Background: an optimization exercise with open tools, aiming at small area, a short achievable clock period and few clock cycles per item. Do not read the settings as production practice. Function was checked by simulation only, so behaviour that the tests miss may differ from the original. Power is estimated from default activity; no workload was simulated.

### flow/run.sh
#!/bin/bash
# synth_recipe.tcl (not shown) runs the flow's synth.tcl, then flattens the netlist and writes it again
# the make line also repeats each setting of config.mk as NAME=value (left out here)
make -C /OpenROAD-flow-scripts/flow DESIGN_CONFIG=/design/flow/config.mk WORK_HOME=/design/flow/orfs CLKGATE_MAP_FILE= SYNTH_SCRIPT=/design/flow/synth_recipe.tcl finish
### flow/config.mk
export PLATFORM = sky130hd
export DESIGN_NAME = next_fit_slot_allocator_top
export DESIGN_NICKNAME = next_fit_slot_allocator_top
export VERILOG_FILES = /design/flow/design.v
export SDC_FILE = /design/flow/constraint.sdc
export NUM_CORES = 4
export LEC_CHECK = 0
export CAP_MARGIN = 20
export CORE_MARGIN = 2
export CORE_UTILIZATION = 40
export SLEW_MARGIN = 20
### flow/constraint.sdc
create_clock -name core_clock -period 6.5 [get_ports {clk}]
set_input_delay 1.3000 -clock core_clock [delete_from_list [all_inputs] [get_ports {clk}]]
set_output_delay 1.3000 -clock core_clock [all_outputs]
set_load 0.01 [all_outputs]
### flow/design.v
package nfsa_pkg;
  localparam int unsigned NUM_SLOTS_DEF = 2048;
  localparam int unsigned WORD_W        = 32;
  localparam int unsigned BIT_W         = 5;
  localparam int unsigned SLOT_W        = 11;
  localparam int unsigned STATUS_W      = 2;
  localparam int unsigned COUNT_W       = 12;
  localparam logic OP_ALLOC = 1'b0;
  localparam logic OP_FREE  = 1'b1;
  localparam logic [STATUS_W-1:0] STAT_OK       = 2'd0;
  localparam logic [STATUS_W-1:0] STAT_FULL     = 2'd1;
  localparam logic [STATUS_W-1:0] STAT_NOT_USED = 2'd2;
  typedef struct packed {
    logic clear;
    logic accept;
    logic scan;
    logic free_chk;
  } ctl_t;
  typedef struct packed {
    logic clear_done;
    logic scan_done;
  } stat_t;
endpackage
module nfsa_ctrl (
  input  logic                        clk,
  input  logic                        rst_n,
  input  logic                        start,
  input  logic                        in_op,
  input  logic [nfsa_pkg::SLOT_W-1:0] in_idx,
  output logic                        busy,
  output logic                        s1_valid,
  output logic                        s1_op,
  output logic [nfsa_pkg::SLOT_W-1:0] s1_idx,
  input  logic                        s1_adv
);
  localparam int unsigned SLOT_W = nfsa_pkg::SLOT_W;
  logic              sk_valid;
  logic              sk_op;
  logic [SLOT_W-1:0] sk_idx;
  logic              take;
  logic              s1_free;
  assign take    = start & ~sk_valid;
  assign s1_free = ~s1_valid | s1_adv;
  always_ff @(posedge clk) begin
    if (!rst_n) begin
      s1_valid <= 1'b0;
      sk_valid <= 1'b0;
    end else begin
      if (s1_free) begin
        s1_valid <= sk_valid | take;
        sk_valid <= 1'b0;
      end else begin
        sk_valid <= sk_valid | take;
      end
    end
  end
  always_ff @(posedge clk) begin
    if (s1_free) begin
      s1_op  <= sk_valid ? sk_op  : in_op;
      s1_idx <= sk_valid ? sk_idx : in_idx;
    end
    if (!sk_valid) begin
      sk_op  <= in_op;
      sk_idx <= in_idx;
    end
  end
  assign busy = sk_valid;
endmodule
module nfsa_dp #(
  parameter int unsigned NUM_SLOTS = nfsa_pkg::NUM_SLOTS_DEF
) (
  input  logic                            clk,
  input  logic                            rst_n,
  input  logic                            s1_valid,
  input  logic                            s1_op,
  input  logic [nfsa_pkg::SLOT_W-1:0]     s1_idx,
  output logic                            s1_adv,
  output logic                            out_valid,
  output logic [nfsa_pkg::SLOT_W-1:0]     out_slot_out,
  output logic [nfsa_pkg::STATUS_W-1:0]   out_status,
  output logic [nfsa_pkg::COUNT_W-1:0]    out_slots_in_use
);
  localparam int unsigned WORD_W   = nfsa_pkg::WORD_W;
  localparam int unsigned BIT_W    = nfsa_pkg::BIT_W;
  localparam int unsigned SLOT_W   = nfsa_pkg::SLOT_W;
  localparam int unsigned STATUS_W = nfsa_pkg::STATUS_W;
  localparam int unsigned COUNT_W  = nfsa_pkg::COUNT_W;
  localparam int unsigned NWORDS   = NUM_SLOTS / WORD_W;
  localparam int unsigned AW       = $clog2(NWORDS);
  localparam logic [STATUS_W-1:0] STAT_OK       = nfsa_pkg::STAT_OK;
  localparam logic [STATUS_W-1:0] STAT_FULL     = nfsa_pkg::STAT_FULL;
  localparam logic [STATUS_W-1:0] STAT_NOT_USED = nfsa_pkg::STAT_NOT_USED;
  function automatic logic [WORD_W-1:0] low_one(input logic [WORD_W-1:0] v);
    logic [WORD_W-1:0] r;
    logic              seen;
    r    = '0;
    seen = 1'b0;
    for (int i = 0; i < WORD_W; i++) begin
      r[i] = v[i] & ~seen;
      seen = seen | v[i];
    end
    low_one = r;
  endfunction
  function automatic logic [BIT_W-1:0] enc32(input logic [WORD_W-1:0] oh);
    logic [BIT_W-1:0] r;
    r = '0;
    for (int i = 0; i < WORD_W; i++) begin
      if (oh[i]) r = r | BIT_W'(i);
    end
    enc32 = r;
  endfunction
  function automatic logic [AW-1:0] enc64(input logic [NWORDS-1:0] v);
    logic [AW-1:0] r;
    logic          seen;
    r    = '0;
    seen = 1'b0;
    for (int i = 0; i < NWORDS; i++) begin
      if (v[i] & ~seen) r = AW'(i);
      seen = seen | v[i];
    end
    enc64 = r;
  endfunction
  function automatic logic [AW:0] next_word(input logic [NWORDS-1:0] nf,
                                            input logic [AW-1:0] p);
    logic [NWORDS-1:0] v;
    logic [NWORDS-1:0] hi;
    v  = nf & ~(NWORDS'(1) << p);
    hi = v & ~((NWORDS'(2) << p) - NWORDS'(1));
    next_word = {|v, (|hi) ? enc64(hi) : enc64(v)};
  endfunction
  logic [NWORDS-1:0][WORD_W-1:0] mem;
  logic [NWORDS-1:0]             full_q;
  logic [WORD_W-1:0]             cur_q;
  logic [AW-1:0]                 pw_q;
  logic [BIT_W-1:0]              pb_q;
  logic [AW-1:0]                 nw_q;
  logic                          nwv_q;
  logic [COUNT_W-1:0]            cnt_q;
  logic [WORD_W-1:0]             rd_q;
  logic [AW-1:0]                 rtag_q;
  logic                          s2_valid;
  logic                          s2_op;
  logic [SLOT_W-1:0]             s2_idx;
  logic                          wait_q;
  logic                out_valid_q;
  logic [SLOT_W-1:0]   out_slot_q;
  logic [STATUS_W-1:0] out_status_q;
  logic [COUNT_W-1:0]  out_count_q;
  logic [AW-1:0]     iw;
  logic [BIT_W-1:0]  ib;
  logic [WORD_W-1:0] ib_oh;
  logic              is_alloc, is_free;
  logic [WORD_W-1:0] cand_hi;
  logic              hit_hi, use_rd, low_any;
  logic [WORD_W-1:0] oh_hi, oh_rd, oh_lo;
  logic [WORD_W-1:0] wd_hi, wd_rd, wd_lo;
  logic              stall, go;
  logic              a_ok, moved;
  logic [WORD_W-1:0] wd_alloc, wd_free;
  logic [BIT_W-1:0]  a_bit;
  logic [AW-1:0]     a_word;
  logic              a_full;
  logic              used;
  logic              we;
  logic [AW-1:0]     wa;
  logic [WORD_W-1:0] wd;
  assign iw    = s2_idx[SLOT_W-1:BIT_W];
  assign ib    = s2_idx[BIT_W-1:0];
  assign ib_oh = WORD_W'(1) << ib;
  assign is_alloc = s2_valid & ~s2_op;
  assign is_free  = s2_valid &  s2_op;
  assign cand_hi = ~cur_q & ~((WORD_W'(1) << pb_q) - WORD_W'(1));
  assign hit_hi  = |cand_hi;
  assign use_rd  = ~hit_hi & nwv_q;
  assign low_any = ~&cur_q;
  assign oh_hi = low_one(cand_hi);
  assign oh_rd = low_one(~rd_q);
  assign oh_lo = low_one(~cur_q);
  assign wd_hi = cur_q | oh_hi;
  assign wd_rd = rd_q  | oh_rd;
  assign wd_lo = cur_q | oh_lo;
  assign stall = s2_valid & (s2_op ? (rtag_q != iw) : (use_rd & (rtag_q != nw_q)));
  assign go    = s2_valid & ~stall;
  always_comb begin
    if (hit_hi) begin
      wd_alloc = wd_hi;
      a_bit    = enc32(oh_hi);
      a_word   = pw_q;
    end else if (nwv_q) begin
      wd_alloc = wd_rd;
      a_bit    = enc32(oh_rd);
      a_word   = nw_q;
    end else begin
      wd_alloc = wd_lo;
      a_bit    = enc32(oh_lo);
      a_word   = pw_q;
    end
  end
  assign a_full  = &wd_alloc;
  assign a_ok    = hit_hi | nwv_q | low_any;
  assign moved   = go & is_alloc & use_rd;
  assign wd_free = rd_q & ~ib_oh;
  assign used    = |(rd_q & ib_oh);
  assign we = go & (s2_op | a_ok);
  assign wa = s2_op ? iw : a_word;
  assign wd = s2_op ? wd_free : wd_alloc;
  logic [NWORDS-1:0] nf_next;
  logic [AW:0]       nxt_stay, nxt_move;
  assign nf_next  = ~full_q | ((go & s2_op) ? (NWORDS'(1) << iw) : '0);
  assign nxt_stay = next_word(nf_next, pw_q);
  assign nxt_move = next_word(nf_next, nw_q);
  logic [AW-1:0]     raddr;
  logic [WORD_W-1:0] rdata;
  always_comb begin
    if (wait_q) begin
      raddr = s2_op ? iw : nw_q;
    end else begin
      raddr = (s1_valid & s1_op) ? s1_idx[SLOT_W-1:BIT_W] : nw_q;
    end
  end
  assign rdata  = (we & (wa == raddr)) ? wd : mem[raddr];
  assign s1_adv = s1_valid & ~stall;
  logic [WORD_W-1:0] row_wd;
  assign row_wd = rst_n ? wd : '0;
  for (genvar w = 0; w < NWORDS; w++) begin : g_row
    logic row_we;
    assign row_we = ~rst_n | (we & (wa == AW'(w)));
    always_ff @(posedge clk) begin
      if (row_we) begin
        mem[w]    <= row_wd;
        full_q[w] <= rst_n & ~s2_op & a_full;
      end
    end
  end
  always_ff @(posedge clk) begin
    rd_q   <= rdata;
    rtag_q <= raddr;
  end
  always_ff @(posedge clk) begin
    if (!rst_n) begin
      cur_q       <= '0;
      pw_q        <= '0;
      pb_q        <= '0;
      nw_q        <= AW'(1);
      nwv_q       <= 1'b1;
      cnt_q       <= '0;
      s2_valid    <= 1'b0;
      wait_q      <= 1'b0;
      out_valid_q <= 1'b0;
    end else begin
      if (go & is_alloc & a_ok) begin
        cur_q <= wd_alloc;
        pw_q  <= a_word;
        pb_q  <= a_bit;
        cnt_q <= cnt_q + COUNT_W'(1);
      end else if (go & is_free) begin
        if (iw == pw_q) cur_q <= wd_free;
        if (used) cnt_q <= cnt_q - COUNT_W'(1);
      end
      {nwv_q, nw_q} <= moved ? nxt_move : nxt_stay;
      if (!stall) s2_valid <= s1_valid;
      wait_q      <= stall & ~wait_q;
      out_valid_q <= go;
    end
  end
  always_ff @(posedge clk) begin
    if (!stall) begin
      s2_op  <= s1_op;
      s2_idx <= s1_idx;
    end
    if (s2_op) begin
      out_slot_q   <= s2_idx;
      out_status_q <= used ? STAT_OK : STAT_NOT_USED;
      out_count_q  <= used ? cnt_q - COUNT_W'(1) : cnt_q;
    end else begin
      out_slot_q   <= a_ok ? {a_word, a_bit} : '0;
      out_status_q <= a_ok ? STAT_OK : STAT_FULL;
      out_count_q  <= a_ok ? cnt_q + COUNT_W'(1) : cnt_q;
    end
  end
  assign out_valid        = out_valid_q;
  assign out_slot_out     = out_slot_q;
  assign out_status       = out_status_q;
  assign out_slots_in_use = out_count_q;
endmodule
module next_fit_slot_allocator_top #(
  parameter int unsigned NUM_SLOTS = nfsa_pkg::NUM_SLOTS_DEF
) (
  input  logic                          clk,
  input  logic                          rst_n,
  input  logic                          start,
  output logic                          busy,
  input  logic                          in_op,
  input  logic [nfsa_pkg::SLOT_W-1:0]   in_slot_index,
  output logic                          out_valid,
  output logic [nfsa_pkg::SLOT_W-1:0]   out_slot_out,
  output logic [nfsa_pkg::STATUS_W-1:0] out_status,
  output logic [nfsa_pkg::COUNT_W-1:0]  out_slots_in_use
);
  logic                        s1_valid;
  logic                        s1_op;
  logic [nfsa_pkg::SLOT_W-1:0] s1_idx;
  logic                        s1_adv;
  nfsa_ctrl u_ctrl (
    .clk      (clk),
    .rst_n    (rst_n),
    .start    (start),
    .in_op    (in_op),
    .in_idx   (in_slot_index),
    .busy     (busy),
    .s1_valid (s1_valid),
    .s1_op    (s1_op),
    .s1_idx   (s1_idx),
    .s1_adv   (s1_adv)
  );
  nfsa_dp #(
    .NUM_SLOTS (NUM_SLOTS)
  ) u_dp (
    .clk              (clk),
    .rst_n            (rst_n),
    .s1_valid         (s1_valid),
    .s1_op            (s1_op),
    .s1_idx           (s1_idx),
    .s1_adv           (s1_adv),
    .out_valid        (out_valid),
    .out_slot_out     (out_slot_out),
    .out_status       (out_status),
    .out_slots_in_use (out_slots_in_use)
  );
endmodule
==> flow_summary.json <==
{
  "syn_to_final_growth_pct": 15.3,
  "dieArea_mm2": 0.258,
  "powerDensity_mw_per_mm2": 308,
  "fmax_mhz": 159,
  "wl_met2_um": 164000,
  "cts_root_buf": "clkbuf_16",
  "cts.sinks": 2278,
  "cp.required_ps": 7020,
  "run_status": "finished clean",
  "criticalPathCategory": "reg -> reg",
  "antenna_found_initial": 24,
  "routed_wl_um": 364000,
  "grt_pass1_wl_um": 504000,
  "grt_pass1_vias": 62200,
  "pin_count": 42,
  "synth-seq-cells": 2278,
  "path_max_fanout": 33,
  "setup_viol": 0,
  "coreArea_mm2": 0.252,
  "drt-initial-drc-count": 9992,
  "io_buffers": 41,
  "layout-drive-gt1-share_pct": 23.9,
  "critPathArrivalTime_ps": 6810,
  "clock-skew-final_ps": 72.6,
  "power.leakage_nw": 39.5,
  "top_layer": "met5",
  "hold_buffers": 0,
  "ys_seq_area_share_pct": 66.0,
  "slew_headroom_pct": 10.8,
  "maxSlewViolCount": 0,
  "yosysWarnings": 2,
  "gp_congestion": 1.01,
  "synth_area_per_cell_um2": 15.9,
  "synth_nets": 6407,
  "ys_types": 115,
  "clk_pin_slew_worst_paths_ps": 60,
  "first_pass_iters": 7,
  "clock_latency_ps": 910,
  "critical_path.startpoint_type": "register",
  "async_flop_share_pct": 0,
  "design_area_mm2": 0.117,
  "period_minus_slack_ps": 6290,
  "track_usage_pct": 27.8,
  "synth_ff_type": "edfxtp_1",
  "grt_max_degree": 94,
  "rsz0062_at_grt": "false",
  "placed_cell_area_mm2": 0.109,
  "drv_cap": 0,
  "post-route-util_pct": 46.5,
  "initial_core_util_pct": 40.3,
  "period_share_pct": 96.8,
  "cts_made_buffers": 228,
  "wl_met1_um": 149000,
  "hold_path_class": "reg -> reg",
  "finalHoldViolCount": 0,
  "wl_met3_um": 33800,
  "die_w_um": 508,
  "avgRoutedWirePerCell_um": 35.7,
  "tightest_slew_ps": 1320,
  "hpwl_um": 245000,
  "synth_edf_count": 2136,
  "syn_inst": 6387,
  "overflow": 0,
  "cts-htree-levels": 4,
  "vias": 65500,
  "cts_tree": "built",
  "drc": 0,
  "place_inst": 9745,
  "end_kind": "register",
  "syn-cell-area_mm2": 0.102,
  "route.antenna.remaining_nets": 0,
  "nets": 6665,
  "ir_drop_mv": 0.306,
  "via_per_inst": 6.41,
  "fp.dieH_um": 508,
  "clk_path_buf_depth": 3,
  "final_cells": 10200,
  "whs_ps": 428,
  "core.rowCount": 184
}
## area by class of cell
cell class,count,area (µm²)
tap,3348,4190
sequential,2278,67000
multi-input combinational,3634,33500
antenna,20,50.0
fill,21600,135000
clock inverter,155,1930
timing repair buffer,431,4230
inverter,72,278
clock buffer,268,5870
## state kept, by name, indices dropped and copies added (netlist names), 2 cells and up
name	cells
u_dp.mem	2048
u_dp.out_count_q	12
u_dp.full_q	64
u_dp.out_slot_q	11
u_ctrl.sk_idx	11
u_dp.rtag_q	6
u_dp.s2_idx	11
u_dp.pw_q	6
u_dp.cnt_q	12
u_dp.out_status_q	2
u_dp.rd_q	32
u_dp.cur_q	32
u_ctrl.s1_idx	11
u_dp.nw_q	6
u_dp.pb_q	5
## cells by family (layout without fill, tap and decap cells)
family          after synthesis  in the layout  synth area share, %
compound gates             1234           1234                 8.37
xor+xnor                     42             42                0.370
fa+ha+maj                     5              5               0.0616
buf+inv                     476            926                 1.95
flops                      2278           2278                 66.0
mux                         744            744                 15.3
other cells                   0             20                    0
simple gates               1608           1609                 7.95
## metrics by stage
| stage | setup slack, ps | power (mW) | TNS, ps |
|---|---|---|---|
| detailed placement | 146 | 22.7 | 0 |
| floorplan | -80.2 | 20.5 | -52690 |
| CTS | 162 | 36.2 | 0 |
| global route | 36.0 | 37.0 | 0 |
| global placement | 169 | 22.6 | 0 |
| finish | 211 | 36.1 | 0 |
## path summary, 6_finish.rpt
path / cells past startpoint / slack, ps / end / start
worst max-delay path: 17 / 210 / u_dp.mem[809]$_DFFE_PP_ / u_dp.pb_q[4]$_SDFFE_PN0P_
worst min-delay path: 0 / 430 / u_dp.s2_idx[4]$_DFFE_PP_ / u_ctrl.s1_idx[4]$_DFFE_PP_
worst max register to register: 17 / 210 / u_dp.mem[809]$_DFFE_PP_ / u_dp.pb_q[4]$_SDFFE_PN0P_
worst min register to register: 0 / 430 / u_dp.s2_idx[4]$_DFFE_PP_ / u_ctrl.s1_idx[4]$_DFFE_PP_
## cell usage in the layout (no fill, tap or decap), drive strengths merged, types with 44 or more instances in the layout
master	n
nand2	519
nor3	103
buf	389
nand3	121
inv	74
a21oi	193
o21ai	315
nor2	344
and3	73
a31oi	71
mux4	641
a211oi	44
clkbuf	270
dfxtp	142
mux2	60
and2	72
nand2b	45
edfxtp	2136
a22oi	44
clkinv	107
nand4	56
o22ai	45
o31ai	56
## cell usage after synthesis (27+ instances only)
cell type | n | area, µm²
a32oi_1 | 30 | 263
a31oi_1 | 71 | 444
a22oi_1 | 44 | 330
o21ai_0 | 298 | 1490
nand2b_1 | 45 | 282
mux2_2 | 32 | 360
a211oi_1 | 41 | 308
a21oi_1 | 193 | 966
a21o_1 | 27 | 203
buf_1 | 74 | 278
nor4_1 | 30 | 188
mux2_1 | 28 | 315
buf_2 | 77 | 385
inv_1 | 68 | 255
nand2_1 | 517 | 1940
mux2i_1 | 43 | 430
nor2_1 | 341 | 1280
nand4_1 | 53 | 332
nor2b_1 | 41 | 257
o211ai_1 | 42 | 315
mux4_2 | 641 | 14400
and3_1 | 73 | 457
edfxtp_1 | 2136 | 64100
or4_1 | 29 | 218
dfxtp_1 | 142 | 2840
nand3_1 | 121 | 606
o31ai_1 | 55 | 413
o22ai_1 | 44 | 275
clkbuf_1 | 232 | 871
or3_1 | 32 | 200
and2_1 | 72 | 450
or2_2 | 33 | 206
nor3_1 | 99 | 495
## per-layer routing
metal / GRT usage [%] / up-vias
met5: 0 / -
li1: - / 26700
met3: 5.11 / 608
met2: 41.8 / 3751
met4: 11.7 / 4
met1: 39.8 / 34400
## worst max-delay path, cell delays in order, from the launching register on
cell and delay [ps]:
dfxtp_1 530, or2_1 200, nand2b_1 190, ha_2 350, buf_4 260, and2_1 230
o21ai_1 100, a21oi_1 310, o311ai_1 240, nor4_4 470, nand4_2 230, nor2_1 510
a211oi_1 250, or2_2 390, nor2_1 310, nand2_1 490, o21ai_4 280, buf_4 550
## report_power, final
group	internal [mW]	switching, mW	total, mW
registers	17.5	0.498	18.0
clock network	7.84	5.76	13.6
logic	1.63	2.82	4.45
total	27.0	9.08	36.1
## what timing repair did
action                                  CTS  global route
setup buffers                             0            16
resized for setup                         0            21
endpoints found under the setup margin    0          1015
Testbench counts, summed over its fixed seeds: cycles 54,604, items 48,000.

## separate check: timing with driven ports
How much do the figures lean on ideal ports? The routed layout below was timed once more, with nothing changed but the port constraints. Step 1 (the two cells are an assumption about what drives the block):
set clk [get_ports {clk}]
set_driving_cell -lib_cell sky130_fd_sc_hd__clkbuf_16 $clk
set_driving_cell -lib_cell sky130_fd_sc_hd__buf_2 [delete_from_list [all_inputs] $clk]
Step 2 times the ports against the registers' clock, not the clock port: input delays grow and output delays shrink by t, the midpoint of the rising clock arrivals with the driver on. Three values: ideal, step 1, step 2; two values: the first two.
shift t [ns]: 0.961
setup WS [ns]: 0.211 / 0.211 / 0.211
slew at the worst register clock pin (ns): 0.07 / 0.07
After both steps this run still meets setup and hold. The setup slack of this run moves by 0.000 ns with the drivers and by 0.000 ns with both steps.
